Context: an optimization exercise on an open-source flow, tuned for small area. The choices shown serve that exercise and are no tape-out recipe.
Where RTL was checked, it was by simulation tests only, not by an equivalence proof against the original.
Function not checked in runs 1 to 4: the RTL went through the layout flow alone.
Power and IR drop assume default switching activity.

--- flow/design.v ---
package dct_pkg;
    typedef logic signed [15:0] coef_t;
    typedef logic signed [15:0] sample_t;
    localparam int PROD_SHIFT = 8;   
    function automatic coef_t dct_coef(input logic [2:0] k, input logic [2:0] j);
        case ({k, j})
            6'o00: dct_coef = 16'sd1448;
            6'o01: dct_coef = 16'sd2008;
            6'o02: dct_coef = 16'sd1892;
            6'o03: dct_coef = 16'sd1702;
            6'o04: dct_coef = 16'sd1448;
            6'o05: dct_coef = 16'sd1137;
            6'o06: dct_coef = 16'sd783;
            6'o07: dct_coef = 16'sd399;
            6'o10: dct_coef = 16'sd1448;
            6'o11: dct_coef = 16'sd1702;
            6'o12: dct_coef = 16'sd783;
            6'o13: dct_coef = -16'sd399;
            6'o14: dct_coef = -16'sd1448;
            6'o15: dct_coef = -16'sd2008;
            6'o16: dct_coef = -16'sd1892;
            6'o17: dct_coef = -16'sd1137;
            6'o20: dct_coef = 16'sd1448;
            6'o21: dct_coef = 16'sd1137;
            6'o22: dct_coef = -16'sd783;
            6'o23: dct_coef = -16'sd2008;
            6'o24: dct_coef = -16'sd1448;
            6'o25: dct_coef = 16'sd399;
            6'o26: dct_coef = 16'sd1892;
            6'o27: dct_coef = 16'sd1702;
            6'o30: dct_coef = 16'sd1448;
            6'o31: dct_coef = 16'sd399;
            6'o32: dct_coef = -16'sd1892;
            6'o33: dct_coef = -16'sd1137;
            6'o34: dct_coef = 16'sd1448;
            6'o35: dct_coef = 16'sd1702;
            6'o36: dct_coef = -16'sd783;
            6'o37: dct_coef = -16'sd2008;
            6'o40: dct_coef = 16'sd1448;
            6'o41: dct_coef = -16'sd399;
            6'o42: dct_coef = -16'sd1892;
            6'o43: dct_coef = 16'sd1137;
            6'o44: dct_coef = 16'sd1448;
            6'o45: dct_coef = -16'sd1702;
            6'o46: dct_coef = -16'sd783;
            6'o47: dct_coef = 16'sd2008;
            6'o50: dct_coef = 16'sd1448;
            6'o51: dct_coef = -16'sd1137;
            6'o52: dct_coef = -16'sd783;
            6'o53: dct_coef = 16'sd2008;
            6'o54: dct_coef = -16'sd1448;
            6'o55: dct_coef = -16'sd399;
            6'o56: dct_coef = 16'sd1892;
            6'o57: dct_coef = -16'sd1702;
            6'o60: dct_coef = 16'sd1448;
            6'o61: dct_coef = -16'sd1702;
            6'o62: dct_coef = 16'sd783;
            6'o63: dct_coef = 16'sd399;
            6'o64: dct_coef = -16'sd1448;
            6'o65: dct_coef = 16'sd2008;
            6'o66: dct_coef = -16'sd1892;
            6'o67: dct_coef = 16'sd1137;
            6'o70: dct_coef = 16'sd1448;
            6'o71: dct_coef = -16'sd2008;
            6'o72: dct_coef = 16'sd1892;
            6'o73: dct_coef = -16'sd1702;
            6'o74: dct_coef = 16'sd1448;
            6'o75: dct_coef = -16'sd1137;
            6'o76: dct_coef = 16'sd783;
            6'o77: dct_coef = -16'sd399;
            default: dct_coef = '0;
        endcase
    endfunction
    function automatic logic [3:0] csd_mag(input logic [2:0] k, input logic [2:0] j);
        logic [1:0] kk;
        logic [3:0] v;
        kk = k[2] ? ~k[1:0] : k[1:0];
        case ({kk, j})
            5'o00: v = 4'h4;
            5'o01: v = 4'h1;
            5'o02: v = 4'h2;
            5'o03: v = 4'h3;
            5'o04: v = 4'h4;
            5'o05: v = 4'h5;
            5'o06: v = 4'h6;
            5'o07: v = 4'h7;
            5'o10: v = 4'h4;
            5'o11: v = 4'h3;
            5'o12: v = 4'h6;
            5'o13: v = 4'hf;
            5'o14: v = 4'hc;
            5'o15: v = 4'h9;
            5'o16: v = 4'ha;
            5'o17: v = 4'hd;
            5'o20: v = 4'h4;
            5'o21: v = 4'h5;
            5'o22: v = 4'he;
            5'o23: v = 4'h9;
            5'o24: v = 4'hc;
            5'o25: v = 4'h7;
            5'o26: v = 4'h2;
            5'o27: v = 4'h3;
            5'o30: v = 4'h4;
            5'o31: v = 4'h7;
            5'o32: v = 4'ha;
            5'o33: v = 4'hd;
            5'o34: v = 4'h4;
            5'o35: v = 4'h3;
            5'o36: v = 4'he;
            5'o37: v = 4'h9;
            default: v = 4'h0;
        endcase
        csd_mag = {v[3] ^ (k[2] & j[0]), v[2:0]};
    endfunction
    function automatic logic [6:0] csd_step(input logic [2:0] m, input logic [2:0] t);
        case ({m, t})
            6'o10: csd_step = 7'h0b;
            6'o11: csd_step = 7'h55;
            6'o12: csd_step = 7'h73;
            6'o20: csd_step = 7'h0b;
            6'o21: csd_step = 7'h17;
            6'o22: csd_step = 7'h55;
            6'o23: csd_step = 7'h62;
            6'o30: csd_step = 7'h0b;
            6'o31: csd_step = 7'h19;
            6'o32: csd_step = 7'h07;
            6'o33: csd_step = 7'h05;
            6'o34: csd_step = 7'h43;
            6'o35: csd_step = 7'h71;
            6'o40: csd_step = 7'h0b;
            6'o41: csd_step = 7'h19;
            6'o42: csd_step = 7'h17;
            6'o43: csd_step = 7'h45;
            6'o44: csd_step = 7'h63;
            6'o50: csd_step = 7'h0a;
            6'o51: csd_step = 7'h07;
            6'o52: csd_step = 7'h54;
            6'o53: csd_step = 7'h60;
            6'o60: csd_step = 7'h0a;
            6'o61: csd_step = 7'h18;
            6'o62: csd_step = 7'h44;
            6'o63: csd_step = 7'h70;
            6'o70: csd_step = 7'h09;
            6'o71: csd_step = 7'h17;
            6'o72: csd_step = 7'h44;
            6'o73: csd_step = 7'h70;
            default: csd_step = 7'h00;
        endcase
    endfunction
endpackage
package sram_map_pkg;
    typedef logic [17:0] sram_addr_t;
    typedef logic [15:0] sram_data_t;
    localparam int BLOCK_DIM = 8;
    localparam int BLOCK_SIZE = 64;
    localparam int SRAM_READ_LATENCY = 2;    
    typedef logic [6:0] buf_addr_t;   
    function automatic sram_addr_t pixel_addr(input logic [31:0] width,
                                              input sram_addr_t prow,
                                              input sram_addr_t pcol);
        sram_addr_t addr;
        addr = pcol;
        for (int b = 0; b < 18; b++) begin
            if (width[b])
                addr = addr + (prow << b);
        end
        pixel_addr = addr;
    endfunction
endpackage
`timescale 1ns/1ps
module idct_stage1_top #(
    parameter int BLOCK_COLS = 40,
    parameter int BLOCK_ROWS = 30,
    parameter int RESULT_BASE = 76800
) (
    input  logic       CLOCK,
    input  logic       Resetn,
    input  logic       start,
    input  sram_map_pkg::sram_data_t sram_read_data,
    output sram_map_pkg::sram_addr_t sram_address,
    output sram_map_pkg::sram_data_t sram_write_data,
    output logic       sram_we_n,
    output logic       busy,
    output logic       done
);
    localparam int NSEG = BLOCK_COLS * BLOCK_ROWS * sram_map_pkg::BLOCK_DIM;   
    localparam int RES_SEG = RESULT_BASE / sram_map_pkg::BLOCK_DIM;
    logic        run;        
    logic [13:0] seg;        
    logic [2:0]  j;          
    logic [2:0]  k;          
    logic [2:0]  t;          
    logic        tail;       
    logic [29:0] acc;        
    logic        cr;         
    logic [6:0]  step;
    logic [3:0]  mag;
    logic [3:0]  e;
    logic        neg, last, adv;
    logic        clr, wcyc, lastout, start_go;
    logic [2:0]  ka;
    assign mag  = dct_pkg::csd_mag(k, j);
    assign step = dct_pkg::csd_step(mag[2:0], t);
    assign e    = step[3:0];
    assign neg  = step[4] ^ mag[3];
    assign last = step[5];
    assign adv  = step[6] & !tail;
    assign clr     = tail && t == 3'd3;    
    assign wcyc    = tail && t == 3'd1;
    assign lastout = seg == 14'(NSEG - 1) && j == 3'd7;
    assign done      = run && wcyc && lastout;
    assign busy      = run && !(wcyc && lastout);
    assign sram_we_n = !(run && wcyc);
    assign start_go  = start && !busy;
    assign ka = k + 3'(adv);
    assign sram_address = wcyc ? {15'(seg) + 15'(RES_SEG), j} : {1'b0, seg, ka};
    logic        ovf;
    assign ovf = !(&acc[29:23] || !(|acc[29:23]));
    assign sram_write_data = ovf ? {acc[29], {15{!acc[29]}}} : acc[23:8];
    logic        nt;
    logic [15:0] sx;
    logic [29:0] addend;
    logic [29:0] acc_in;
    logic [29:0] sum;
    assign nt     = neg && !tail;
    assign sx     = (sram_read_data & {16{!tail}}) ^ {16{nt}};
    assign addend = ({{14{sx[15]}}, sx} << e) | ({30{nt}} & ~({30{1'b1}} << e));
    assign acc_in = acc;
    logic [30:0] cy;
    logic [29:0] hs;
    assign cy[0]  = nt;
    assign cy[15] = cr;
    for (genvar i = 0; i < 30; i++) begin : g_add
        assign hs[i]  = acc_in[i] ^ addend[i];
        assign sum[i] = hs[i] ^ cy[i];
        if (i != 14)
            assign cy[i+1] = (acc_in[i] & addend[i]) | (cy[i] & hs[i]);
    end
    always_ff @(posedge CLOCK) begin
        acc <= {sum[29:8] & {22{!clr}}, sum[7:0] & {8{!(last || clr)}}};
        cr  <= ((acc_in[14] & addend[14]) | (cy[14] & hs[14])) && !clr;
    end
    always_ff @(posedge CLOCK or negedge Resetn) begin
        if (!Resetn) begin
            run <= 1'b0;
        end else if (start_go) begin
            run <= 1'b1;
        end else if (wcyc && lastout) begin
            run <= 1'b0;
        end
    end
    always_ff @(posedge CLOCK) begin
        if (start_go) begin
            seg  <= '0;
            j    <= '0;
            k    <= '0;
            t    <= 3'd2;
            tail <= 1'b1;
        end else if (!tail) begin
            if (last) begin
                t <= '0;
                k <= k + 3'd1;
                if (k == 3'd7)
                    tail <= 1'b1;
            end else begin
                t <= t + 3'd1;
            end
        end else begin
            if (t == 3'd3) begin
                t <= '0;
                tail <= 1'b0;
            end else begin
                t <= t + 3'd1;
            end
            if (t == 3'd1) begin
                j <= j + 3'd1;
                if (j == 3'd7)
                    seg <= seg + 14'd1;
            end
        end
    end
endmodule
--- flow/flow/run.sh ---
#!/bin/bash
# Layout flow: the standard flow (standard.sh), with three changes:
# - Yosys's technology mapping step runs ABC with flow/abc_map.script
#   (area-oriented mapping, no delay-driven buffering or upsizing) instead of
#   ORFS's abc_speed.script;
# - every input and output port still gets its own buffer, but a
#   sky130_fd_sc_hd__buf_1 (buffer_ports -buffer_cell);
# - clock tree synthesis with larger sink clusters and no dummy loads.
# Everything else, including the synthesis script synth_recipe.tcl, the
# registers it makes, floorplan, power grid, placement, CTS and routing, is the
# standard flow's.
set -euo pipefail
cd "$(dirname "$0")/.."
W=$PWD
rm -rf "$W/scripts_mod"
cp -r "$FLOW_HOME/scripts" "$W/scripts_mod"
cp "$W/flow/abc_map.script" "$W/scripts_mod/abc_speed.script"
# standard.sh with ORFS's scripts folder pointed at the copy
CTS="-sink_clustering_enable -repair_clock_nets -buf_list sky130_fd_sc_hd__clkbuf_16 -sink_clustering_size 60 -sink_clustering_max_diameter 500 -dont_use_dummy_load"
sed "s|^make -C |make SCRIPTS_DIR=$W/scripts_mod BUFFER_PORTS_ARGS='-buffer_cell sky130_fd_sc_hd__buf_1' CTS_ARGS='$CTS' -C |" standard.sh > standard_mod.sh
grep -q "SCRIPTS_DIR=" standard_mod.sh
bash standard_mod.sh finish > "$W/flow_make.log" 2>&1
test -s "$W/out/final.def"
--- flow/flow/abc_map.script ---
strash
dc2
&get -n
&dch -f
&nf -R 1000 -p
&put
--- flow/standard.sh ---
#!/bin/bash
# synth_recipe.tcl (not shown) runs the flow's synth.tcl, then flattens the netlist and writes it again
# the make line also repeats each setting of config.mk as NAME=value (left out here)
make -C /OpenROAD-flow-scripts/flow DESIGN_CONFIG=/design/flow/config.mk WORK_HOME=/design/flow/orfs CLKGATE_MAP_FILE= SYNTH_SCRIPT=/design/flow/synth_recipe.tcl "${@:-finish}"
--- flow/config.mk ---
export PLATFORM = sky130hd
export DESIGN_NAME = idct_stage1_top
export DESIGN_NICKNAME = idct_stage1_top
export VERILOG_FILES = /design/flow/design.v
export SDC_FILE = /design/flow/constraint.sdc
export NUM_CORES = 4
export LEC_CHECK = 0
export CAP_MARGIN = 5
export CORE_MARGIN = 2
export CORE_UTILIZATION = 40
export CTS_BUF_LIST = sky130_fd_sc_hd__clkbuf_8
export SLEW_MARGIN = 5
--- flow/constraint.sdc ---
create_clock -name core_clock -period 12.0 [get_ports {CLOCK}]
set_input_delay 2.4000 -clock core_clock [delete_from_list [all_inputs] [get_ports {CLOCK}]]
set_output_delay 2.4000 -clock core_clock [all_outputs]
set_load 0.01 [all_outputs]
==> results of run 1 <==
[sequential cells by signal (all words and copies together) (netlist names)]
signal  flops
run         1
k           3
j           3
t           3
cr          1
seg        14
acc        30
tail        1
[layout make-up]
cell class / instances / area [um2]
clock buffers: 5 / 125
well taps: 143 / 179
repair buffers: 60 / 244
multi-input cells: 461 / 3310
flip-flops and latches: 56 / 1130
fillers: 1130 / 6200
inverters: 22 / 82.6
[critical path: cells and delay by family (launching register included)]
family	cells	cell delay [ns]
adders and majority gates	16	6.13
DFF	1	0.74
buffers and inverters	4	0.77
and+or+nand+nor	4	0.88
AOI/OAI and AO/OA	4	1.33
muxes	1	0.36
[logic make-up after synthesis]
family | synth area share, %
compound gates | 19.0
mux | 11.7
simple gates | 20.0
buf+inv | 3.04
fa+ha+maj | 18.4
flops | 24.6
xor+xnor | 3.25
[cells in the mapped netlist, drive strengths merged, types with 2 or more instances]
| library cell | count |
|---|---|
| dfxtp | 55 |
| a221o | 2 |
| and2 | 31 |
| xnor2 | 10 |
| nand4 | 2 |
| nor2b | 3 |
| nor3b | 3 |
| nor2 | 45 |
| mux2 | 4 |
| nor4 | 2 |
| a31o | 2 |
| a31oi | 10 |
| a221oi | 2 |
| a21oi | 57 |
| a211oi | 2 |
| nand2b | 5 |
| xor2 | 7 |
| nand2 | 56 |
| o21ai | 61 |
| a21o | 3 |
| fa | 29 |
| a32o | 2 |
| mux2i | 49 |
| nand3 | 13 |
| clkinv | 22 |
| buf | 8 |
| nand3b | 7 |
| nor3 | 9 |
| o22ai | 2 |
| and3 | 5 |
| ha | 21 |
[power breakdown]
part / leakage, nW / total [W] / internal (W) / switching, W
combinational: 1.48 / 0.000208 / 0.0000967 / 0.000111
clock: 0.0616 / 0.000138 / 0.0000740 / 0.0000636
sequential: 0.462 / 0.000270 / 0.000232 / 0.0000378
[per-layer routing]
| layer | vias to the layer above | track usage, % | share of wire, % |
|---|---|---|---|
| li1 | 2065 | - | - |
| met1 | 1909 | 25.6 | 49 |
| met2 | 114 | 27.9 | 43 |
| met3 | 16 | 3.72 | 5.2 |
| met4 | 0 | 7.50 | 2.5 |
| met5 | - | 0 | 0 |
[worst paths after layout]
check | endpoint | slack [ns] | cells after the start
min in group asynchronous | run | 1.84 | 1
max in group asynchronous | run | 10.07 | 1
worst min-delay path | seg[13] | 0.51 | 1
worst max register to register | acc[14] | 1.67 | 29
worst max-delay path | acc[14] | 1.67 | 29
worst min register to register | seg[13] | 0.51 | 1
[per-stage QoR]
step / hold slack [ns] / instances
floorplan: 0.462 / 547
global placement: 0.488 / 742
detailed placement: 0.496 / 742
CTS: 0.517 / 747
global route: 0.529 / 747
finish: 0.512 / 747
==> run_results.csv, run 1 <==
group,metric,value,unit
outcome,outcome,"complete, no violations",
critical_path,crit-reg2reg-launch,"j[0]",
clocking,cts.path.max_buffers,2,
die,die_h,111,um
sta,worstMarginPinSlew,1.10,ns
sta,hold_viol_final,0,
synthesis,yosysSeqAreaShare,24.6,%
placement,io_buffers,55,
detailed_routing,ant_nets,0,
die,ios,56,
clocking,clk-insertion-delay-late,0.31,ns
die,core,11300,um2
critical_path,required,12.18,ns
synthesis,synthArstFlopShare,1.79,%
synthesis,avgSynthCellArea,8.36,um2
clocking,ctsHoldBuffers,0,
sta,min_period_over_period,86.1,%
finish,finalNetCount,675,
placement,place_hpwl,8.61,mm
clocking,h-tree-depth,2,
finish,area_growth,10.8,%
sta,drv_slew,0,
die,start_util,40.6,%
finish,diodes,0,
clocking,cts_tree,"yes",
grt,grt_pass1_wl,18.7,mm
detailed_routing,initialDrtViolationCount,221,
power,p_leak,2.00,nW
power,p_total,0.000616,W
clocking,cts_root_buf,"clkbuf_16",
grt,grt_max_degree,27,
detailed_routing,post_drt_wl_per_cell,14.9,um
grt,antenna_found_initial,0,
synthesis,yosysWarnings,1,
die,rows,39,
finish,fin_util,45.0,%
detailed_routing,dr.pass1.iters,5,
critical_path,crit_arrival,10.51,ns
critical_path,cp-start-kind,"register",
finish,drive_above_1_share,1.82,%
grt,first_global_vias,3933,
critical_path,path_class,"register to register",
worst_hold_path,hold_path_startpoint,"seg[13]",
sta,fin_ws,1.67,ns
clocking,cts_made_buffers,5,
finish,final_area,5070,um2
finish,final_cell_mix,"60 x o21ai_0, 57 x a21oi_1, 56 x nand2_1, 55 x dfxtp_1, 55 x buf_1",
flow_run,max-cap-violations,0,
sta,fin_tns_setup,0,ns
critical_path,crit_start,"j[0]",
synthesis,ys_top_cells_by_area,"dfxtp_1 24%, fa_1 13%, mux2i_1 11%",
synthesis,synth.largest_area_cell,"dfxtp_1",
synthesis,synthesis.nets,616,
sta,min_period,10.33,ns
sta,setup_viol,0,
worst_hold_path,hp-class,"register to register",
grt,gr-usage-all-layers,18.4,%
die,die_x,111,um
critical_path,crit_fanout,21,
sta,clock.fmax,96.8,MHz
placement,place_ws,1.83,ns
critical_path,slowest_stage,"a32o_1",
critical_path,cpMostUsedCell,"fa_1",
synthesis,synth_top_flop_cell,"dfxtp_1",
clocking,postCtsResizedCells,0,
power,vdd_drop_max,83.0,uV
synthesis,synth.top_cell.area_share,24.1,%
clocking,path_clk_slew,0.08,ns
die,dieArea,12300,um2
detailed_routing,via_per_inst,5.49,
synthesis,yosysUniqueCellTypes,50,
critical_path,setup.worst_path.end_class,"register",
critical_path,max_stage_delay,0.90,ns
synthesis,syn_area,4580,um2
grt,grt_overflow,0,
placement,gp_congestion,0.896,
power,cellPowerDensity,121,nW/um2
synthesis,synth_edf_count,0,
detailed_routing,routed_wl,11.1,mm
finish,layout_commonest_cell,"o21ai_0",
sta,rsz0062_at_grt,"no",
sta,relSlewSlack,26.5,%
clocking,cts_setup_buffers,0,
sta,clock_skew,0.0198,ns
detailed_routing,drc,0,
detailed_routing,vias,4104,
clocking,cts_sinks,56,
synthesis,ys_ff_latch,56,
synthesis,syn_inst,547,
placement,placed_area,4950,um2
==> run 2, diff against run 1 <==
--- a/flow/flow/run.sh
+++ b/flow/flow/run.sh
@@ -17,5 +17,5 @@
 cp "$W/flow/abc_map.script" "$W/scripts_mod/abc_speed.script"
 # standard.sh with ORFS's scripts folder pointed at the copy
-CTS="-sink_clustering_enable -repair_clock_nets -buf_list sky130_fd_sc_hd__clkbuf_16 -sink_clustering_size 60 -sink_clustering_max_diameter 500 -dont_use_dummy_load"
+CTS="-repair_clock_nets -buf_list sky130_fd_sc_hd__clkbuf_8 -dont_use_dummy_load"
 sed "s|^make -C |make SCRIPTS_DIR=$W/scripts_mod BUFFER_PORTS_ARGS='-buffer_cell sky130_fd_sc_hd__buf_1' CTS_ARGS='$CTS' -C |" standard.sh > standard_mod.sh
 grep -q "SCRIPTS_DIR=" standard_mod.sh
==> run_results.csv, run 2 <==
group,metric,value,unit
sta,fin_tns_setup,0,ns
synthesis,ys_top_cells_by_area,"dfxtp_1 24%, fa_1 13%, mux2i_1 11%",
finish,largest_reg_flops,30,
finish,final_cell_mix,"60 x o21ai_0, 57 x a21oi_1, 56 x nand2_1, 55 x dfxtp_1, 55 x buf_1",
grt,antenna_found_initial,0,
detailed_routing,drc,0,
sta,relSlewSlack,27.4,%
clocking,ctsHoldBuffers,0,
critical_path,path_delay_family,"adder cells",
detailed_routing,vias,4118,
synthesis,synth.top_cell.area_share,24.1,%
synthesis,avgSynthCellArea,8.36,um2
finish,layout_commonest_cell,"o21ai_0",
clocking,cts.path.max_buffers,2,
clocking,h-tree-depth,2,
synthesis,syn_inst,547,
synthesis,syn_area,4580,um2
power,cellPowerDensity,115,nW/um2
sta,min_period_over_period,86.0,%
placement,io_buffers,55,
synthesis,synthesis.nets,616,
die,start_util,40.6,%
grt,first_global_vias,3937,
critical_path,crit_buf_inv,4,
sta,setup_viol,0,
die,dieArea,12300,um2
clocking,cts_sinks,56,
power,p_leak,1.98,nW
critical_path,max_stage_delay,0.89,ns
die,ios,56,
placement,gp_congestion,0.896,
finish,finalNetCount,675,
outcome,outcome,"complete, no violations",
detailed_routing,ant_nets,0,
finish,fin_util,44.5,%
synthesis,yosysUniqueCellTypes,50,
grt,grt_pass1_wl,18.7,mm
finish,drive_above_1_share,1.82,%
clocking,path_clk_slew,0.11,ns
detailed_routing,routed_wl,11.1,mm
clocking,clk-insertion-delay-late,0.34,ns
finish,final_cells,747,
die,die_h,111,um
synthesis,synth_edf_count,0,
clocking,cts_tree,"yes",
sta,clock.fmax,96.9,MHz
critical_path,required,12.21,ns
placement,place_ws,1.83,ns
sta,min_period,10.32,ns
flow_run,max-cap-violations,0,
sta,fin_ws,1.68,ns
critical_path,setup.worst_path.end_class,"register",
detailed_routing,via_per_inst,5.51,
detailed_routing,initialDrtViolationCount,285,
synthesis,yosysWarnings,1,
die,core,11300,um2
clocking,cts_made_buffers,5,
synthesis,synthArstFlopShare,1.79,%
detailed_routing,dr.pass1.iters,4,
detailed_routing,post_drt_wl_per_cell,14.9,um
clocking,postCtsResizedCells,0,
synthesis,ys_top_cells_by_count,"61 x o21ai_0, 57 x a21oi_1, 56 x nand2_1",
finish,top_regs,"acc: 30 flops, seg: 14 flops",
critical_path,slowest_stage,"a32o_1",
finish,area_growth,9.60,%
clocking,cts_root_buf,"clkbuf_8",
sta,hold_viol_final,0,
critical_path,path_class,"register to register",
power,p_total,0.000575,W
grt,grt_max_degree,27,
sta,rsz0062_at_grt,"no",
clocking,cts_setup_buffers,0,
synthesis,synth.largest_area_cell,"dfxtp_1",
critical_path,crit_arrival,10.53,ns
sta,drv_slew,0,
placement,place_hpwl,8.61,mm
finish,nFillCells,1134,
power,vdd_drop_max,77.3,uV
die,die_x,111,um
finish,top_register,"acc",
grt,grt_overflow,0,
grt,gr-usage-all-layers,18.4,%
worst_hold_path,hp-class,"register to register",
critical_path,cp-start-kind,"register",
finish,diodes,0,
sta,clock_skew,0.0313,ns
synthesis,synth_top_flop_cell,"dfxtp_1",
die,rows,39,
synthesis,yosysSeqAreaShare,24.6,%
critical_path,cpMostUsedCell,"fa_1",
sta,worstMarginPinSlew,1.09,ns
synthesis,ys_ff_latch,56,
synthesis,synth.most_common_cell,"o21ai_0",
placement,dp_cells,742,
critical_path,crit_fanout,21,
-- run 2: cell counts after synthesis --
No cell type changed its count.
-- run 2: cells by family (layout without fill, tap and decap cells) --
| family | after synthesis | count (layout) | synth area share, % |
|---|---|---|---|
| AOI/OAI and AO/OA | 154 | 154 | 19.0 |
| buffers and inverters | 30 | 87 | 3.04 |
| muxes | 53 | 53 | 11.7 |
| adders and majority gates | 50 | 50 | 18.4 |
| and+or+nand+nor | 187 | 187 | 20.0 |
| xor gates and xnor gates | 17 | 17 | 3.25 |
| DFF | 56 | 56 | 24.6 |
-- run 2: metrics by stage --
| step | instance area [um2] | hold slack [ns] |
|---|---|---|
| after floorplan | 4580 | 0.462 |
| after global placement | 4950 | 0.488 |
| after detailed placement | 4950 | 0.496 |
| after CTS | 5010 | 0.523 |
| after global routing | 5010 | 0.536 |
| final | 5010 | 0.516 |
-- run 2: layout make-up --
type,instances,area (um2),area share (%)
multi-input cells,461,3310,66.1
well taps,143,179,3.57
inverters,22,82.6,1.65
repair buffers,60,244,4.87
clock buffers,5,68.8,1.37
flip-flops and latches,56,1130,22.5
-- run 2: layer usage --
metal  wire length (um)  part of all wire (%)  track usage, %  vias up
met5                  0                     0               0        -
met3                534                   4.8            3.72       18
met4                310                   2.8            8.00        0
met1               5540                    50            25.6     1922
met2               4770                    43            27.9      115
li1                   -                     -               -     2063
-- run 2: path summary, 6_finish.rpt --
kind                            to  cells past startpoint  slack, ns     from
min                        seg[13]                      1       0.52  seg[13]
min in group asynchronous      run                      1       1.79   Resetn
max reg2reg                acc[14]                     29       1.68     j[0]
max in group asynchronous      run                      1      10.11   Resetn
min reg2reg                seg[13]                      1       0.52  seg[13]
max                        acc[14]                     29       1.68     j[0]
-- run 2: where the power goes --
group / switching, W / internal (W) / total [W]
logic: 0.000111 / 0.0000967 / 0.000208
registers: 0.0000378 / 0.000232 / 0.000270
clock network: 0.0000587 / 0.0000378 / 0.0000965
==> run 3, diff against run 2 <==
--- a/flow/config.mk
+++ b/flow/config.mk
@@ -9,4 +9,5 @@
 export CORE_MARGIN = 2
 export CORE_UTILIZATION = 40
-export CTS_BUF_LIST = sky130_fd_sc_hd__clkbuf_8
+export GPL_ROUTABILITY_DRIVEN = 0
+export GPL_TIMING_DRIVEN = 0
 export SLEW_MARGIN = 5
==> run_results.csv, run 3 <==
group,metric,value,unit
die,ios,56,
detailed_routing,ant_nets,0,
critical_path,cpMostUsedCell,"fa_1",
synthesis,synth_top_flop_cell,"dfxtp_1",
worst_hold_path,hp-class,"register to register",
synthesis,ys_top_cells_by_count,"61 x o21ai_0, 57 x a21oi_1, 56 x nand2_1",
sta,min_period_over_period,91.8,%
power,p_leak,2.01,nW
critical_path,path_class,"register to register",
synthesis,synth.largest_area_cell,"dfxtp_1",
flow_run,max-cap-violations,0,
clocking,cts_root_buf,"clkbuf_8",
detailed_routing,post_drt_wl_per_cell,14.6,um
power,cellPowerDensity,113,nW/um2
grt,grt_pass1_wl,19.1,mm
clocking,postCtsResizedCells,0,
grt,gr-usage-all-layers,18.6,%
synthesis,synthesis.nets,616,
clocking,cts_tree,"yes",
die,dieArea,12300,um2
finish,final_area,5080,um2
critical_path,rrSetupSlack,0.98,ns
synthesis,yosysSeqAreaShare,24.6,%
synthesis,synth_edf_count,0,
finish,top_register,"acc",
critical_path,worst-r2r-cell-count,34,
synthesis,syn_area,4580,um2
sta,relSlewSlack,28.2,%
synthesis,yosysWarnings,1,
clocking,cts_made_buffers,5,
sta,min_period,11.02,ns
grt,antenna_found_initial,0,
critical_path,crit-reg2reg-launch,"j[0]",
clocking,cts_sinks,56,
sta,drv_slew,0,
outcome,outcome,"complete, no violations",
finish,largest_reg_flops,30,
synthesis,ys_ff_latch,56,
finish,fin_util,45.1,%
clocking,clk-insertion-delay-late,0.33,ns
sta,rsz0062_at_grt,"no",
synthesis,yosysUniqueCellTypes,50,
die,start_util,40.6,%
detailed_routing,initialDrtViolationCount,240,
finish,final_cell_mix,"60 x o21ai_0, 57 x a21oi_1, 56 x nand2_1, 56 x buf_1, 55 x dfxtp_1",
placement,io_buffers,55,
synthesis,ys_top_cells_by_area,"dfxtp_1 24%, fa_1 13%, mux2i_1 11%",
finish,top_regs,"acc: 30 flops, seg: 14 flops",
synthesis,synthArstFlopShare,1.79,%
die,die_x,111,um
grt,first_global_vias,3979,
clocking,cts.path.max_buffers,2,
critical_path,slowest_stage,"dfxtp_1",
detailed_routing,vias,4165,
clocking,cts_setup_buffers,0,
detailed_routing,dr.pass1.iters,5,
synthesis,syn_inst,547,
grt,grt_overflow,0,
finish,drive_above_1_share,3.11,%
finish,diodes,0,
critical_path,cp-start-kind,"register",
placement,place_hpwl,8.44,mm
synthesis,avgSynthCellArea,8.36,um2
finish,layout_commonest_cell,"o21ai_0",
worst_hold_path,min_to,"seg[1]",
power,vdd_drop_max,64.9,uV
die,die_h,111,um
critical_path,crit_fanout,20,
worst_hold_path,hold_path_startpoint,"seg[1]",
critical_path,required,12.26,ns
synthesis,synth.most_common_cell,"o21ai_0",
worst_hold_path,whs_path_depth,2,
synthesis,synth.top_cell.area_share,24.1,%
clocking,h-tree-depth,2,
sta,clock_skew,0.0250,ns
finish,nFillCells,1128,
sta,setup_viol,0,
critical_path,max_stage_delay,0.77,ns
detailed_routing,via_per_inst,5.52,
die,core,11300,um2
sta,clock.fmax,90.7,MHz
critical_path,setup.worst_path.end_class,"register",
clocking,path_clk_slew,0.11,ns
clocking,ctsHoldBuffers,0,
critical_path,crit_arrival,11.28,ns
sta,worstMarginPinSlew,1.08,ns
detailed_routing,drc,0,
critical_path,crit-reg2reg-capture,"acc[29]",
die,rows,39,
finish,finalNetCount,682,
placement,placed_area,5010,um2
power,p_total,0.000573,W
placement,place_ws,0.627,ns
sta,hold_viol_final,0,
sta,fin_ws,0.980,ns
detailed_routing,routed_wl,11.0,mm
sta,timing.hold.ws,0.527,ns
finish,area_growth,11.1,%
grt,grt_max_degree,22,
[run 3: cell counts after synthesis]
No cell type changed its count.
[run 3: kinds of logic (layout without fill, tap and decap cells)]
logic type,count (synthesis),after routing,synth area share [%]
and+or+nand+nor,187,187,20.0
AOI/OAI and AO/OA,154,154,19.0
xor gates and xnor gates,17,17,3.25
DFF,56,56,24.6
adders and majority gates,50,50,18.4
buffers and inverters,30,94,3.04
muxes,53,53,11.7
[run 3: worst max-delay path: cells and delay by family, from the launching register on]
kind | cells | cell delay, ns
AO/OA/AOI/OAI | 9 | 2.08
XOR/XNOR | 1 | 0.14
adder cells (fa/ha/maj) | 15 | 5.55
buffers and inverters | 4 | 1.20
flip-flops | 1 | 0.77
multiplexers | 4 | 0.95
AND/OR/NAND/NOR | 1 | 0.25
[run 3: power breakdown]
part,internal (W),switching [W]
sequential,0.000232,0.0000360
clock,0.0000379,0.0000616
combinational,0.0000958,0.000109
[run 3: stage by stage]
| step | cells | TNS (ns) |
|---|---|---|
| finish | 754 | 0 |
| global route | 754 | 0 |
| detailed placement | 748 | 0 |
| CTS | 753 | 0 |
| floorplan | 547 | 0 |
| global placement | 745 | -4.43 |
[run 3: layer usage]
layer | routed length, um | up-vias | GRT usage (%)
met5 | 0 | - | 0
met4 | 160 | 0 | 5.33
met3 | 564 | 12 | 4.05
met2 | 4830 | 111 | 28.5
met1 | 5440 | 1968 | 26.6
li1 | - | 2074 | -
[run 3: worst max-delay path by stage]
stage | start | end | depth (start not counted)
after floorplan | j[0] | acc[14] | 30
after global placement | j[0] | acc[29] | 33
after detailed placement | j[0] | acc[29] | 34
after CTS | j[0] | acc[29] | 34
after global routing | j[0] | acc[29] | 34
final | j[0] | acc[29] | 34
[run 3: final cells by class]
type | instances | area (um2) | share of cell area (%)
clock buffers | 5 | 68.8 | 1.35
well taps | 143 | 179 | 3.52
flip-flops and latches | 56 | 1130 | 22.2
plain buffers | 8 | 56.3 | 1.11
multi-input cells | 461 | 3330 | 65.4
inverters | 22 | 82.6 | 1.62
repair buffers | 59 | 244 | 4.80
==> run 4, diff against run 3 <==
==> flow/config.mk (replaced) <==
export PLATFORM = sky130hd
export DESIGN_NAME = idct_stage1_top
export DESIGN_NICKNAME = idct_stage1_top
export VERILOG_FILES = /design/flow/design.v
export SDC_FILE = /design/flow/constraint.sdc
export NUM_CORES = 4
export LEC_CHECK = 0
export CAP_MARGIN = 0
export CORE_MARGIN = 2
export CORE_UTILIZATION = 60
export SLEW_MARGIN = 0
==> run_results.csv, run 4 <==
group,metric,value,unit
outcome,outcome,"complete, no violations",
grt,antenna_found_initial,0,
critical_path,rrSetupSlack,1.71,ns
finish,seq_area,1130,um2
placement,place_ws,1.91,ns
die,die_x,91.3,um
synthesis,yosysWarnings,1,
critical_path,crit_fanout,21,
placement,gp_congestion,0.891,
critical_path,cpMostUsedCell,"fa_1",
detailed_routing,post_drt_wl_per_cell,15.9,um
critical_path,critPathCapture,"acc[29]",
synthesis,synth.most_common_cell,"o21ai_0",
flow_run,max-cap-violations,0,
synthesis,synth_edf_count,0,
die,die_h,91.3,um
critical_path,cp.depth,35,
grt,grt_max_degree,27,
finish,layout_commonest_cell,"o21ai_0",
clocking,cts.path.max_buffers,2,
critical_path,cp-start-kind,"register",
sta,rsz0062_at_grt,"no",
synthesis,avgSynthCellArea,8.36,um2
grt,first_global_vias,3915,
finish,nFillCells,628,
sta,setup_viol,0,
synthesis,synth_top_flop_cell,"dfxtp_1",
critical_path,required,12.25,ns
detailed_routing,vias,4202,
detailed_routing,routed_wl,11.2,mm
finish,finalNetCount,675,
critical_path,crit-reg2reg-capture,"acc[29]",
clocking,cts_made_buffers,5,
die,start_util,62.4,%
critical_path,worst-r2r-cell-count,35,
worst_hold_path,hp-class,"register to register",
synthesis,synthesis.nets,616,
clocking,clk-insertion-delay-late,0.31,ns
finish,largest_reg_flops,30,
clocking,ctsHoldBuffers,0,
clocking,postCtsResizedCells,0,
synthesis,ys_top_cells_by_count,"61 x o21ai_0, 57 x a21oi_1, 56 x nand2_1",
synthesis,yosysSeqAreaShare,24.6,%
power,vdd_drop_max,123,uV
detailed_routing,drc,0,
grt,gr-usage-all-layers,27.4,%
die,core,7330,um2
power,p_total,0.000584,W
sta,fin_tns_setup,0,ns
grt,grt_overflow,0,
placement,io_buffers,55,
critical_path,path_class,"register to register",
clocking,cts_tree,"yes",
detailed_routing,dr.pass1.iters,6,
finish,final_cell_mix,"60 x o21ai_0, 57 x a21oi_1, 56 x nand2_1, 55 x dfxtp_1, 55 x buf_1",
synthesis,synthArstFlopShare,1.79,%
detailed_routing,ant_nets,0,
die,dieArea,8340,um2
clocking,h-tree-depth,2,
finish,area_growth,8.39,%
sta,fin_ws,1.71,ns
critical_path,setup.worst_path.end_class,"register",
sta,min_period,10.29,ns
placement,place_hpwl,8.46,mm
critical_path,path_delay_family,"adder cells",
synthesis,synth.largest_area_cell,"dfxtp_1",
power,cellPowerDensity,118,nW/um2
sta,clock_skew,0.0173,ns
sta,clock.fmax,97.2,MHz
synthesis,syn_area,4580,um2
synthesis,syn_inst,547,
critical_path,slowest_stage,"dfxtp_1",
synthesis,ys_ff_latch,56,
sta,hold_viol_final,0,
power,p_leak,1.98,nW
finish,diodes,0,
synthesis,synth.top_cell.area_share,24.1,%
placement,placed_area,4890,um2
critical_path,crit_start,"j[0]",
placement,dp_cells,698,
critical_path,crit_arrival,10.53,ns
synthesis,yosysUniqueCellTypes,50,
finish,final_area,4960,um2
finish,top_register,"acc",
finish,drive_above_1_share,1.82,%
die,rows,31,
sta,worstMarginPinSlew,1.14,ns
synthesis,ys_top_cells_by_area,"dfxtp_1 24%, fa_1 13%, mux2i_1 11%",
critical_path,crit_buf_inv,5,
finish,multi_input_area,3310,um2
sta,min_period_over_period,85.7,%
finish,final_cells,703,
clocking,cts_setup_buffers,0,
sta,drv_slew,0,
clocking,cts_root_buf,"clkbuf_8",
clocking,path_clk_slew,0.11,ns
grt,grt_pass1_wl,18.7,mm
critical_path,crit-reg2reg-launch,"j[0]",
critical_path,max_stage_delay,0.75,ns
detailed_routing,initialDrtViolationCount,368,
detailed_routing,via_per_inst,5.98,
clocking,cts_sinks,56,
die,ios,56,
sta,relSlewSlack,24.3,%
finish,top_regs,"acc: 30 flops, seg: 14 flops",
==> run 4: cell counts after synthesis <==
Identical to the previous run, type by type.
==> run 4: through the flow <==
stage,util [%],hold WS (ns)
after floorplan,-,0.462
after global placement,66.7,0.491
after detailed placement,66.7,0.501
after CTS,67.7,0.523
after global routing,67.7,0.566
final,67.7,0.525
==> run 4: layout make-up <==
cell class | count | share of cell area [%]
multi-input cells | 461 | 66.8
flip-flops and latches | 56 | 22.7
repair buffers | 60 | 4.92
well taps | 99 | 2.50
inverters | 22 | 1.66
clock buffers | 5 | 1.39
==> run 4: worst min-delay path by stage <==
stage	from	end	slack [ns]	depth (start not counted)
after floorplan	seg[13]	seg[13]	0.46	1
after global placement	seg[13]	seg[13]	0.49	1
after detailed placement	seg[13]	seg[13]	0.50	1
after CTS	seg[13]	seg[13]	0.52	1
after global routing	seg[13]	seg[13]	0.57	1
final	seg[1]	seg[1]	0.53	2
==> run 4: kinds of logic (layout without fill, tap and decap cells) <==
| logic type | count (synthesis) | count (layout) | share of synthesized area [%] |
|---|---|---|---|
| fa+ha+maj | 50 | 50 | 18.4 |
| mux | 53 | 53 | 11.7 |
| simple gates | 187 | 187 | 20.0 |
| compound gates | 154 | 154 | 19.0 |
| flops | 56 | 56 | 24.6 |
| buf+inv | 30 | 87 | 3.04 |
| xor+xnor | 17 | 17 | 3.25 |
==> run 4: layer usage <==
layer  global-route usage [%]  vias to the layer above  routed length (um)
li1                         -                     2064                   -
met1                     40.0                     1970                5200
met2                     44.4                      162                5140
met3                     3.73                        6                 765
met4                     4.29                        0                  76
met5                        0                        -                   0
==> run 4: worst min-delay path, cell delays in order (launching register included) <==
cell and delay [ns]:
dfxtp_1 0.37, nand2_1 0.07, a21oi_1 0.05
==> run 4: power breakdown <==
group	leakage, nW	total [W]	switching [W]	internal [W]
Combinational	1.48	0.000216	0.000117	0.0000989
Sequential	0.462	0.000270	0.0000379	0.000232
Clock	0.0359	0.0000974	0.0000593	0.0000380
==> run 5, diff against run 4 <==
--- a/flow/design.v
+++ b/flow/design.v
@@ -77,36 +77,36 @@
         kk = k[2] ? ~k[1:0] : k[1:0];
         case ({kk, j})
-            5'o00: v = 4'h4;
-            5'o01: v = 4'h1;
-            5'o02: v = 4'h2;
-            5'o03: v = 4'h3;
-            5'o04: v = 4'h4;
+            5'o00: v = 4'h2;
+            5'o01: v = 4'h6;
+            5'o02: v = 4'h0;
+            5'o03: v = 4'h7;
+            5'o04: v = 4'h2;
             5'o05: v = 4'h5;
-            5'o06: v = 4'h6;
-            5'o07: v = 4'h7;
-            5'o10: v = 4'h4;
-            5'o11: v = 4'h3;
-            5'o12: v = 4'h6;
-            5'o13: v = 4'hf;
-            5'o14: v = 4'hc;
-            5'o15: v = 4'h9;
-            5'o16: v = 4'ha;
+            5'o06: v = 4'h1;
+            5'o07: v = 4'h4;
+            5'o10: v = 4'h2;
+            5'o11: v = 4'h7;
+            5'o12: v = 4'h1;
+            5'o13: v = 4'hc;
+            5'o14: v = 4'ha;
+            5'o15: v = 4'he;
+            5'o16: v = 4'h8;
             5'o17: v = 4'hd;
-            5'o20: v = 4'h4;
+            5'o20: v = 4'h2;
             5'o21: v = 4'h5;
-            5'o22: v = 4'he;
-            5'o23: v = 4'h9;
-            5'o24: v = 4'hc;
-            5'o25: v = 4'h7;
-            5'o26: v = 4'h2;
-            5'o27: v = 4'h3;
-            5'o30: v = 4'h4;
-            5'o31: v = 4'h7;
-            5'o32: v = 4'ha;
+            5'o22: v = 4'h9;
+            5'o23: v = 4'he;
+            5'o24: v = 4'ha;
+            5'o25: v = 4'h4;
+            5'o26: v = 4'h0;
+            5'o27: v = 4'h7;
+            5'o30: v = 4'h2;
+            5'o31: v = 4'h4;
+            5'o32: v = 4'h8;
             5'o33: v = 4'hd;
-            5'o34: v = 4'h4;
-            5'o35: v = 4'h3;
-            5'o36: v = 4'he;
-            5'o37: v = 4'h9;
+            5'o34: v = 4'h2;
+            5'o35: v = 4'h7;
+            5'o36: v = 4'h9;
+            5'o37: v = 4'he;
             default: v = 4'h0;
         endcase
@@ -115,34 +115,34 @@
     function automatic logic [6:0] csd_step(input logic [2:0] m, input logic [2:0] t);
         case ({m, t})
-            6'o10: csd_step = 7'h0b;
-            6'o11: csd_step = 7'h55;
-            6'o12: csd_step = 7'h73;
-            6'o20: csd_step = 7'h0b;
-            6'o21: csd_step = 7'h17;
-            6'o22: csd_step = 7'h55;
-            6'o23: csd_step = 7'h62;
-            6'o30: csd_step = 7'h0b;
-            6'o31: csd_step = 7'h19;
-            6'o32: csd_step = 7'h07;
-            6'o33: csd_step = 7'h05;
-            6'o34: csd_step = 7'h43;
-            6'o35: csd_step = 7'h71;
-            6'o40: csd_step = 7'h0b;
-            6'o41: csd_step = 7'h19;
-            6'o42: csd_step = 7'h17;
-            6'o43: csd_step = 7'h45;
-            6'o44: csd_step = 7'h63;
-            6'o50: csd_step = 7'h0a;
-            6'o51: csd_step = 7'h07;
-            6'o52: csd_step = 7'h54;
-            6'o53: csd_step = 7'h60;
-            6'o60: csd_step = 7'h0a;
-            6'o61: csd_step = 7'h18;
-            6'o62: csd_step = 7'h44;
-            6'o63: csd_step = 7'h70;
-            6'o70: csd_step = 7'h09;
-            6'o71: csd_step = 7'h17;
-            6'o72: csd_step = 7'h44;
-            6'o73: csd_step = 7'h70;
+            6'o00: csd_step = 7'h15;
+            6'o01: csd_step = 7'h17;
+            6'o02: csd_step = 7'h4b;
+            6'o03: csd_step = 7'h62;
+            6'o10: csd_step = 7'h09;
+            6'o11: csd_step = 7'h08;
+            6'o12: csd_step = 7'h44;
+            6'o13: csd_step = 7'h70;
+            6'o20: csd_step = 7'h05;
+            6'o21: csd_step = 7'h07;
+            6'o22: csd_step = 7'h03;
+            6'o23: csd_step = 7'h4a;
+            6'o24: csd_step = 7'h68;
+            6'o40: csd_step = 7'h17;
+            6'o41: csd_step = 7'h10;
+            6'o42: csd_step = 7'h49;
+            6'o43: csd_step = 7'h64;
+            6'o50: csd_step = 7'h07;
+            6'o51: csd_step = 7'h0a;
+            6'o52: csd_step = 7'h40;
+            6'o53: csd_step = 7'h74;
+            6'o60: csd_step = 7'h0b;
+            6'o61: csd_step = 7'h55;
+            6'o62: csd_step = 7'h73;
+            6'o70: csd_step = 7'h05;
+            6'o71: csd_step = 7'h19;
+            6'o72: csd_step = 7'h07;
+            6'o73: csd_step = 7'h11;
+            6'o74: csd_step = 7'h43;
+            6'o75: csd_step = 7'h6b;
             default: csd_step = 7'h00;
         endcase
--- a/flow/flow/run.sh
+++ b/flow/flow/run.sh
@@ -17,5 +17,5 @@
 cp "$W/flow/abc_map.script" "$W/scripts_mod/abc_speed.script"
 # standard.sh with ORFS's scripts folder pointed at the copy
-CTS="-repair_clock_nets -buf_list sky130_fd_sc_hd__clkbuf_8 -dont_use_dummy_load"
+CTS="-sink_clustering_enable -sink_clustering_size 28 -sink_clustering_max_diameter 400 -sink_clustering_levels 1 -repair_clock_nets -buf_list sky130_fd_sc_hd__clkbuf_8 -dont_use_dummy_load"
 sed "s|^make -C |make SCRIPTS_DIR=$W/scripts_mod BUFFER_PORTS_ARGS='-buffer_cell sky130_fd_sc_hd__buf_1' CTS_ARGS='$CTS' -C |" standard.sh > standard_mod.sh
 grep -q "SCRIPTS_DIR=" standard_mod.sh
--- a/flow/config.mk
+++ b/flow/config.mk
@@ -6,6 +6,7 @@
 export NUM_CORES = 4
 export LEC_CHECK = 0
-export CAP_MARGIN = 0
+export CAP_MARGIN = 5
 export CORE_MARGIN = 2
-export CORE_UTILIZATION = 60
-export SLEW_MARGIN = 0
+export CORE_UTILIZATION = 40
+export CTS_BUF_LIST = sky130_fd_sc_hd__clkbuf_8
+export SLEW_MARGIN = 5
==> run_results.csv, run 5 <==
group,metric,value,unit
finish,finalNetCount,663,
detailed_routing,vias,3973,
power,cellPowerDensity,117,nW/um2
finish,final_cell_mix,"67 x o21ai_0, 56 x nand2_1, 55 x dfxtp_1, 55 x buf_1, 49 x mux2i_1",
sta,relSlewSlack,22.2,%
finish,area_growth,10.3,%
critical_path,slowest_stage,"o21ai_2",
synthesis,ys_top_cells_by_count,"68 x o21ai_0, 56 x nand2_1, 55 x dfxtp_1",
clocking,cts_setup_buffers,0,
die,dieArea,11900,um2
finish,layout_commonest_cell,"o21ai_0",
die,start_util,40.9,%
critical_path,crit_arrival,10.22,ns
grt,first_global_vias,3746,
sta,worstMarginPinSlew,1.17,ns
detailed_routing,routed_wl,10.6,mm
power,power_frac_clock,16.9,%
flow_run,max-cap-violations,0,
clocking,cts_tree,"yes",
synthesis,ys_top_cells_by_area,"dfxtp_1 25%, fa_1 13%, mux2i_1 11%",
power,vdd_drop_max,69.3,uV
sta,min_period_over_period,82.9,%
finish,largest_reg_flops,30,
critical_path,cpMostUsedCell,"fa_1",
critical_path,max_stage_delay,0.86,ns
finish,final_area,4870,um2
die,die_h,109,um
placement,place_ws,2.10,ns
synthesis,yosysUniqueCellTypes,37,
synthesis,syn_area,4410,um2
synthesis,synthArstFlopShare,1.79,%
finish,drive_above_1_share,2.35,%
detailed_routing,drc,0,
die,rows,38,
power,p_leak,2.05,nW
sta,clock_skew,0.0256,ns
critical_path,crit_start,"j[0]",
critical_path,required,12.27,ns
finish,top_register,"acc",
sta,setup_viol,0,
finish,final_cells,735,
grt,grt_overflow,0,
critical_path,setup.worst_path.end_class,"register",
critical_path,crit_fanout,33,
placement,placed_area,4800,um2
outcome,outcome,"complete, no violations",
synthesis,synth_top_flop_cell,"dfxtp_1",
grt,grt_pass1_wl,18.0,mm
finish,fin_util,45.1,%
critical_path,cp-start-kind,"register",
sta,rsz0062_at_grt,"no",
sta,clock.fmax,101,MHz
synthesis,synthesis.nets,603,
sta,min_period,9.94,ns
synthesis,synth.top_cell.area_share,24.9,%
die,die_x,109,um
placement,gp_congestion,0.844,
clocking,h-tree-depth,2,
power,intPower,0.000367,W
finish,top_regs,"acc: 30 flops, seg: 14 flops",
clocking,cts_sinks,56,
power,combPwrFrac,34.7,%
power,power_switching,0.000204,W
critical_path,path_class,"register to register",
finish,nFillCells,1118,
clocking,path_clk_slew,0.12,ns
grt,gr-usage-all-layers,18.8,%
placement,place_hpwl,8.27,mm
die,ios,56,
detailed_routing,via_per_inst,5.41,
clocking,cts_made_buffers,5,
clocking,postCtsResizedCells,0,
clocking,cts_root_buf,"clkbuf_8",
detailed_routing,dr.pass1.iters,4,
clocking,cts.path.max_buffers,2,
placement,io_buffers,55,
synthesis,yosysWarnings,1,
worst_hold_path,hp-class,"register to register",
placement,dp_cells,730,
detailed_routing,post_drt_wl_per_cell,14.5,um
sta,fin_tns_setup,0,ns
detailed_routing,initialDrtViolationCount,200,
detailed_routing,ant_nets,0,
synthesis,syn_inst,537,
finish,diodes,0,
synthesis,synth_edf_count,0,
die,core,10800,um2
clocking,ctsHoldBuffers,0,
synthesis,synth.largest_area_cell,"dfxtp_1",
critical_path,crit-reg2reg-capture,"acc[29]",
sta,drv_slew,0,
power,p_sw_share,35.7,%
critical_path,critPathCapture,"acc[29]",
synthesis,yosysSeqAreaShare,25.5,%
power,power_frac_seq,48.3,%
synthesis,avgSynthCellArea,8.22,um2
critical_path,worst-r2r-cell-count,33,
sta,fin_ws,2.06,ns
synthesis,synth.most_common_cell,"o21ai_0",
critical_path,rrSetupSlack,2.06,ns
grt,antenna_found_initial,0,
sta,hold_viol_final,0,
synthesis,ys_ff_latch,56,
grt,grt_max_degree,34,
critical_path,crit-reg2reg-launch,"j[0]",
clocking,clk-insertion-delay-late,0.33,ns
==> run 5: cell count changes after synthesis, moves of 3 or more <==
| cell | delta |
|---|---|
| nand3b_1 | -7 |
| mux2_1 | -4 |
| nor3b_1 | -3 |
| and3_1 | +9 |
| a211oi_1 | +3 |
| clkinv_1 | +3 |
| nand3_1 | +7 |
| o21ai_0 | +7 |
| a21oi_1 | -10 |
| ha_1 | -3 |
| nor3_1 | +9 |
| and2_0 | -7 |
| a31oi_1 | -7 |
==> run 5: worst min path at each step <==
stage	startpoint	endpoint	slack [ns]	depth (start not counted)
after floorplan	seg[13]	seg[13]	0.47	1
after global placement	seg[13]	seg[13]	0.49	1
after detailed placement	seg[13]	seg[13]	0.50	1
after CTS	seg[13]	seg[13]	0.52	1
after global routing	j[1]	j[1]	0.56	2
final	seg[13]	seg[13]	0.52	1
==> run 5: power groups by stage <==
stage	sequential, W	clock [W]	combinational, W
6_report	0.000276	0.0000966	0.000198
3_5_place_dp	0.000282	0	0.000200
5_1_grt	0.000285	0.000106	0.000239
4_1_cts	0.000278	0.0000989	0.000203
2_1_floorplan	0.000271	0	0.000145
3_3_place_gp	0.000281	0	0.000193
==> run 5: logic make-up after synthesis <==
family          synth area share [%]
flops                           25.5
simple gates                    21.4
buf+inv                         3.40
xor+xnor                        3.17
compound gates                  17.1
mux                             11.1
fa+ha+maj                       18.3
==> run 5: layout make-up <==
class	instances	area (um2)	area share, %
Inverter	25	93.8	1.93
Timing Repair Buffer	61	251	5.17
Tap cell	140	175	3.60
Multi-Input combinational cell	448	3150	64.8
Clock buffer	5	68.8	1.41
Sequential cell	56	1130	23.1
==> run 5: stage by stage <==
step | hold WS (ns) | total power, W
floorplan | 0.466 | 0.000416
global placement | 0.489 | 0.000474
detailed placement | 0.499 | 0.000482
CTS | 0.517 | 0.000580
global route | 0.556 | 0.000630
finish | 0.516 | 0.000571
==> run 5: metal layers <==
metal | part of all wire [%] | wire length [um] | global-route usage (%) | vias to the layer above
met4 | 1.1 | 113 | 4.58 | 0
met3 | 6.2 | 664 | 4.30 | 13
met1 | 45 | 4780 | 24.2 | 1845
li1 | - | - | - | 2020
met5 | 0 | 0 | 0 | -
met2 | 48 | 5070 | 31.9 | 95
==> run 5: worst max-delay path: cells and delay by family, from the launching register on <==
kind | cells | cell delay (ns)
fa+ha+maj | 15 | 5.44
compound gates | 9 | 2.45
mux | 3 | 0.65
flops | 1 | 0.59
buf+inv | 2 | 0.37
simple gates | 3 | 0.28
xor+xnor | 1 | 0.13
==> run 6, diff against run 5 <==
--- a/flow/flow/run.sh
+++ b/flow/flow/run.sh
@@ -17,5 +17,5 @@
 cp "$W/flow/abc_map.script" "$W/scripts_mod/abc_speed.script"
 # standard.sh with ORFS's scripts folder pointed at the copy
-CTS="-sink_clustering_enable -sink_clustering_size 28 -sink_clustering_max_diameter 400 -sink_clustering_levels 1 -repair_clock_nets -buf_list sky130_fd_sc_hd__clkbuf_8 -dont_use_dummy_load"
+CTS="-repair_clock_nets -root_buf sky130_fd_sc_hd__clkbuf_16 -buf_list sky130_fd_sc_hd__clkbuf_16 -dont_use_dummy_load"
 sed "s|^make -C |make SCRIPTS_DIR=$W/scripts_mod BUFFER_PORTS_ARGS='-buffer_cell sky130_fd_sc_hd__buf_1' CTS_ARGS='$CTS' -C |" standard.sh > standard_mod.sh
 grep -q "SCRIPTS_DIR=" standard_mod.sh
==> run_results.csv, run 6 <==
group,metric,value,unit
detailed_routing,ant_nets,0,
sta,clock_skew,0.0171,ns
critical_path,setup.worst_path.end_class,"register",
sta,hold_viol_final,0,
sta,setup_viol,0,
synthesis,ys_top_cells_by_area,"dfxtp_1 25%, fa_1 13%, mux2i_1 11%",
clocking,ctsHoldBuffers,0,
power,power_frac_clock,22.3,%
finish,final_cell_mix,"67 x o21ai_0, 56 x nand2_1, 55 x dfxtp_1, 55 x buf_1, 49 x mux2i_1",
sta,min_period,9.98,ns
synthesis,synthesis.nets,603,
power,cellPowerDensity,124,nW/um2
power,p_sw_share,34.0,%
die,start_util,40.9,%
die,core,10800,um2
finish,top_regs,"acc: 30 flops, seg: 14 flops",
placement,io_buffers,55,
synthesis,synth.largest_area_cell,"dfxtp_1",
grt,first_global_vias,3734,
detailed_routing,drc,0,
finish,diodes,0,
finish,finalNetCount,663,
die,die_x,109,um
detailed_routing,vias,3918,
grt,grt_pass1_wl,18.0,mm
synthesis,yosysUniqueCellTypes,37,
worst_hold_path,hp-class,"register to register",
clocking,h-tree-depth,2,
synthesis,yosysWarnings,1,
placement,place_hpwl,8.27,mm
grt,antenna_found_initial,0,
critical_path,critPathCapture,"acc[29]",
grt,grt_overflow,0,
synthesis,synthArstFlopShare,1.79,%
finish,final_area,4920,um2
synthesis,synth.most_common_cell,"o21ai_0",
power,p_leak,2.08,nW
power,power_switching,0.000208,W
critical_path,rrSetupSlack,2.02,ns
critical_path,required,12.24,ns
detailed_routing,via_per_inst,5.33,
outcome,outcome,"complete, no violations",
synthesis,synth_top_flop_cell,"dfxtp_1",
sta,min_period_over_period,83.1,%
sta,clock.fmax,100,MHz
critical_path,path_delay_family,"adder cells",
finish,layout_commonest_cell,"o21ai_0",
finish,area_growth,11.6,%
sta,rsz0062_at_grt,"no",
critical_path,cpMostUsedCell,"fa_1",
clocking,cts_tree,"yes",
critical_path,crit-reg2reg-launch,"j[0]",
critical_path,slowest_stage,"o21ai_2",
critical_path,path_class,"register to register",
die,dieArea,11900,um2
critical_path,worst-r2r-cell-count,33,
clocking,cts_made_buffers,5,
power,intPower,0.000404,W
critical_path,crit_start,"j[0]",
clocking,cts.path.max_buffers,2,
critical_path,crit_arrival,10.22,ns
die,die_h,109,um
clocking,postCtsResizedCells,0,
power,combPwrFrac,32.5,%
detailed_routing,dr.pass1.iters,4,
placement,placed_area,4800,um2
clocking,cts_root_buf,"clkbuf_16",
sta,worstMarginPinSlew,1.14,ns
synthesis,syn_area,4410,um2
finish,top_register,"acc",
clocking,clk-insertion-delay-late,0.30,ns
critical_path,crit_fanout,33,
sta,drv_slew,0,
grt,grt_max_degree,34,
grt,gr-usage-all-layers,19.0,%
power,vdd_drop_max,73.7,uV
detailed_routing,post_drt_wl_per_cell,14.5,um
detailed_routing,routed_wl,10.6,mm
finish,largest_reg_flops,30,
synthesis,avgSynthCellArea,8.22,um2
synthesis,ys_ff_latch,56,
critical_path,max_stage_delay,0.84,ns
synthesis,synth_edf_count,0,
critical_path,cp-start-kind,"register",
synthesis,ys_top_cells_by_count,"68 x o21ai_0, 56 x nand2_1, 55 x dfxtp_1",
synthesis,yosysSeqAreaShare,25.5,%
critical_path,crit-reg2reg-capture,"acc[29]",
sta,relSlewSlack,24.3,%
worst_hold_path,whs_path_depth,1,
finish,drive_above_1_share,2.35,%
clocking,path_clk_slew,0.08,ns
placement,gp_congestion,0.844,
power,power_frac_seq,45.2,%
detailed_routing,initialDrtViolationCount,169,
flow_run,max-cap-violations,0,
die,rows,38,
critical_path,crit_buf_inv,2,
clocking,cts_sinks,56,
synthesis,synth.top_cell.area_share,24.9,%
die,ios,56,
critical_path,cp.depth,33,
synthesis,syn_inst,537,
sta,fin_tns_setup,0,ns
clocking,cts_setup_buffers,0,
## run 6: area by class of cell
| cell class | instances | area, um2 |
|---|---|---|
| multi-input combinational | 448 | 3150 |
| tap | 140 | 175 |
| timing repair buffer | 61 | 251 |
| fill | 1114 | 5870 |
| inverter | 25 | 93.8 |
| clock buffer | 5 | 125 |
| sequential | 56 | 1130 |
## run 6: how the worst min path moves through the flow
stage               endpoint  startpoint
global placement     seg[13]     seg[13]
finish               seg[13]     seg[13]
floorplan            seg[13]     seg[13]
detailed placement   seg[13]     seg[13]
CTS                  seg[13]     seg[13]
global route            j[1]        j[1]
## run 6: logic make-up (layout without fill, tap and decap cells)
family	after synthesis	in the layout	synth area share, %
compound gates	139	139	17.1
xor+xnor	16	16	3.17
fa+ha+maj	47	47	18.3
buf+inv	33	91	3.40
flops	56	56	25.5
mux	49	49	11.1
simple gates	197	197	21.4
## run 6: power by group through the flow
stage               sequential (W)  combinational, W  clock [W]
floorplan                 0.000271          0.000145          0
global placement          0.000281          0.000193          0
detailed placement        0.000282          0.000200          0
CTS                       0.000278          0.000204   0.000141
global route              0.000285          0.000240   0.000147
finish                    0.000276          0.000199   0.000137
## run 6: per-layer routing
metal,part of all wire (%),track usage [%],vias up
met2,48,32.0,74
li1,-,-,2015
met3,5.9,4.42,8
met1,45,24.0,1821
met5,0,0,-
met4,1.1,6.23,0
## run 6: through the flow
step | cells | utilization (%) | worst slack (ns) | hold slack [ns] | power [W]
after floorplan | 537 | - | 2.02 | 0.466 | 0.000416
after CTS | 735 | 45.6 | 2.08 | 0.511 | 0.000623
final | 735 | 45.6 | 2.02 | 0.510 | 0.000611
after global routing | 735 | 45.6 | 1.30 | 0.552 | 0.000671
after global placement | 730 | 44.5 | 2.38 | 0.489 | 0.000474
after detailed placement | 730 | 44.5 | 2.10 | 0.499 | 0.000482
==> run 7, diff against run 6 <==
--- a/flow/flow/run.sh
+++ b/flow/flow/run.sh
@@ -17,5 +17,5 @@
 cp "$W/flow/abc_map.script" "$W/scripts_mod/abc_speed.script"
 # standard.sh with ORFS's scripts folder pointed at the copy
-CTS="-repair_clock_nets -root_buf sky130_fd_sc_hd__clkbuf_16 -buf_list sky130_fd_sc_hd__clkbuf_16 -dont_use_dummy_load"
+CTS="-repair_clock_nets -buf_list sky130_fd_sc_hd__clkbuf_8 -dont_use_dummy_load"
 sed "s|^make -C |make SCRIPTS_DIR=$W/scripts_mod BUFFER_PORTS_ARGS='-buffer_cell sky130_fd_sc_hd__buf_1' CTS_ARGS='$CTS' -C |" standard.sh > standard_mod.sh
 grep -q "SCRIPTS_DIR=" standard_mod.sh
==> run_results.csv, run 7 <==
group,metric,value,unit
sta,setup_viol,0,
finish,top_regs,"acc: 30 flops, seg: 14 flops",
synthesis,synthesis.nets,603,
detailed_routing,vias,3973,
worst_hold_path,hp-class,"register to register",
critical_path,rrSetupSlack,2.06,ns
finish,fin_util,45.1,%
power,p_leak,2.05,nW
die,dieArea,11900,um2
detailed_routing,initialDrtViolationCount,200,
die,rows,38,
synthesis,synth_edf_count,0,
synthesis,synthArstFlopShare,1.79,%
grt,grt_max_degree,34,
synthesis,yosysWarnings,1,
clocking,ctsHoldBuffers,0,
sta,hold_viol_final,0,
die,die_x,109,um
die,die_h,109,um
placement,io_buffers,55,
grt,gr-usage-all-layers,18.8,%
clocking,cts.path.max_buffers,2,
critical_path,max_stage_delay,0.86,ns
detailed_routing,via_per_inst,5.41,
critical_path,crit-reg2reg-capture,"acc[29]",
clocking,postCtsResizedCells,0,
synthesis,yosysUniqueCellTypes,37,
critical_path,crit-reg2reg-launch,"j[0]",
synthesis,ys_top_cells_by_count,"68 x o21ai_0, 56 x nand2_1, 55 x dfxtp_1",
grt,grt_pass1_wl,18.0,mm
synthesis,ys_top_cells_by_area,"dfxtp_1 25%, fa_1 13%, mux2i_1 11%",
finish,seq_area,1130,um2
synthesis,synth_top_flop_cell,"dfxtp_1",
finish,top_register,"acc",
detailed_routing,routed_wl,10.6,mm
clocking,clk-insertion-delay-late,0.33,ns
placement,placed_area,4800,um2
clocking,cts_root_buf,"clkbuf_8",
detailed_routing,post_drt_wl_per_cell,14.5,um
critical_path,cp-start-kind,"register",
synthesis,syn_inst,537,
synthesis,synth.largest_area_cell,"dfxtp_1",
clocking,h-tree-depth,2,
finish,nFillCells,1118,
critical_path,worst-r2r-cell-count,33,
critical_path,setup.worst_path.end_class,"register",
critical_path,crit_fanout,33,
sta,relSlewSlack,22.2,%
outcome,outcome,"complete, no violations",
sta,clock.fmax,101,MHz
clocking,cts_setup_buffers,0,
sta,min_period,9.94,ns
sta,rsz0062_at_grt,"no",
power,vdd_drop_max,69.3,uV
synthesis,syn_area,4410,um2
sta,fin_tns_setup,0,ns
worst_hold_path,min_to,"seg[13]",
detailed_routing,drc,0,
detailed_routing,dr.pass1.iters,4,
power,cellPowerDensity,117,nW/um2
grt,antenna_found_initial,0,
finish,drive_above_1_share,2.35,%
sta,worstMarginPinSlew,1.17,ns
finish,multi_input_area,3150,um2
critical_path,path_class,"register to register",
critical_path,crit_arrival,10.22,ns
clocking,path_clk_slew,0.12,ns
critical_path,required,12.27,ns
synthesis,synth.most_common_cell,"o21ai_0",
die,core,10800,um2
die,start_util,40.9,%
finish,final_cell_mix,"67 x o21ai_0, 56 x nand2_1, 55 x dfxtp_1, 55 x buf_1, 49 x mux2i_1",
clocking,cts_sinks,56,
worst_hold_path,hold_path_startpoint,"seg[13]",
finish,layout_commonest_cell,"o21ai_0",
sta,drv_slew,0,
critical_path,cpMostUsedCell,"fa_1",
placement,gp_congestion,0.844,
finish,largest_reg_flops,30,
sta,min_period_over_period,82.9,%
die,ios,56,
flow_run,max-cap-violations,0,
detailed_routing,ant_nets,0,
placement,place_hpwl,8.27,mm
synthesis,avgSynthCellArea,8.22,um2
grt,grt_overflow,0,
synthesis,synth.top_cell.area_share,24.9,%
synthesis,yosysSeqAreaShare,25.5,%
critical_path,path_delay_family,"adder cells",
sta,clock_skew,0.0256,ns
critical_path,crit_buf_inv,2,
clocking,cts_made_buffers,5,
grt,first_global_vias,3746,
finish,area_growth,10.3,%
finish,diodes,0,
finish,final_area,4870,um2
synthesis,ys_ff_latch,56,
finish,finalNetCount,663,
worst_hold_path,whs_path_depth,1,
clocking,cts_tree,"yes",
critical_path,slowest_stage,"o21ai_2",
## run 7: logic make-up after synthesis
group           synth area share (%)
simple gates                    21.4
compound gates                  17.1
buf+inv                         3.40
flops                           25.5
fa+ha+maj                       18.3
xor+xnor                        3.17
mux                             11.1
## run 7: how the worst max path moves through the flow
| stage | startpoint | endpoint | slack, ns | cells after the start |
|---|---|---|---|---|
| 3_3_place_gp | j[0] | acc[29] | 2.38 | 33 |
| 3_5_place_dp | j[0] | acc[29] | 2.10 | 33 |
| 6_report | j[0] | acc[29] | 2.06 | 33 |
| 4_1_cts | j[0] | acc[29] | 2.08 | 33 |
| 2_1_floorplan | j[0] | acc[14] | 2.02 | 31 |
| 5_1_grt | j[0] | acc[29] | 1.30 | 33 |
## run 7: cell type report
type / count / share of cell area, %
Inverter: 25 / 1.93
Clock buffer: 5 / 1.41
Tap cell: 140 / 3.60
Sequential cell: 56 / 23.1
Timing Repair Buffer: 61 / 5.17
Multi-Input combinational cell: 448 / 64.8
## run 7: power by group
part / internal, W / total (W) / switching, W
clock network: 0.0000379 / 0.0000966 / 0.0000587
registers: 0.000236 / 0.000276 / 0.0000395
logic: 0.0000929 / 0.000198 / 0.000106
## run 7: per-stage QoR
step	hold slack, ns	std cells	worst slack (ns)	total power (W)
2_1_floorplan	0.466	537	2.02	0.000416
3_3_place_gp	0.489	730	2.38	0.000474
3_5_place_dp	0.499	730	2.10	0.000482
4_1_cts	0.517	735	2.08	0.000580
5_1_grt	0.556	735	1.30	0.000630
6_report	0.516	735	2.06	0.000571
## run 7: routing by layer
layer	wire, um	vias to the layer above	track usage (%)
met2	5070	95	31.9
met1	4780	1845	24.2
li1	-	2020	-
met3	664	13	4.30
met4	113	0	4.58
met5	0	-	0

-- afterwards: timing with drivers on the ports --
In the flow no input, the clock included, has a driving cell. The finished layouts below were timed again as built, in two steps. Step 1 assumes that a clkbuf_16 drives the clock port and a buf_2 every other input. Step 2 also shifts input and output timing later by t, the mid clock arrival at the registers, as if the neighbouring blocks saw the same clock. Slacks: ideal / step 1 / step 2; pairs: ideal / step 1.
run	t (ns)	slack for setup (ns)	worst slew at a driven data input, ns	cell pins on the clock port's net
run 1	0.337	1.674 / 1.674 / 1.674	0.04	1
run 2	0.360	1.684 / 1.684 / 1.684	0.04	1
run 3	0.357	0.980 / 0.980 / 0.980	0.05	1
run 4	0.332	1.715 / 1.715 / 1.715	0.05	1
run 5	0.344	2.056 / 2.056 / 2.056	0.06	1
run 6	0.332	2.024 / 2.024 / 2.024	0.06	1
run 7	0.344	2.056 / 2.056 / 2.056	0.06	1
After both steps setup and hold are still met in every run listed.
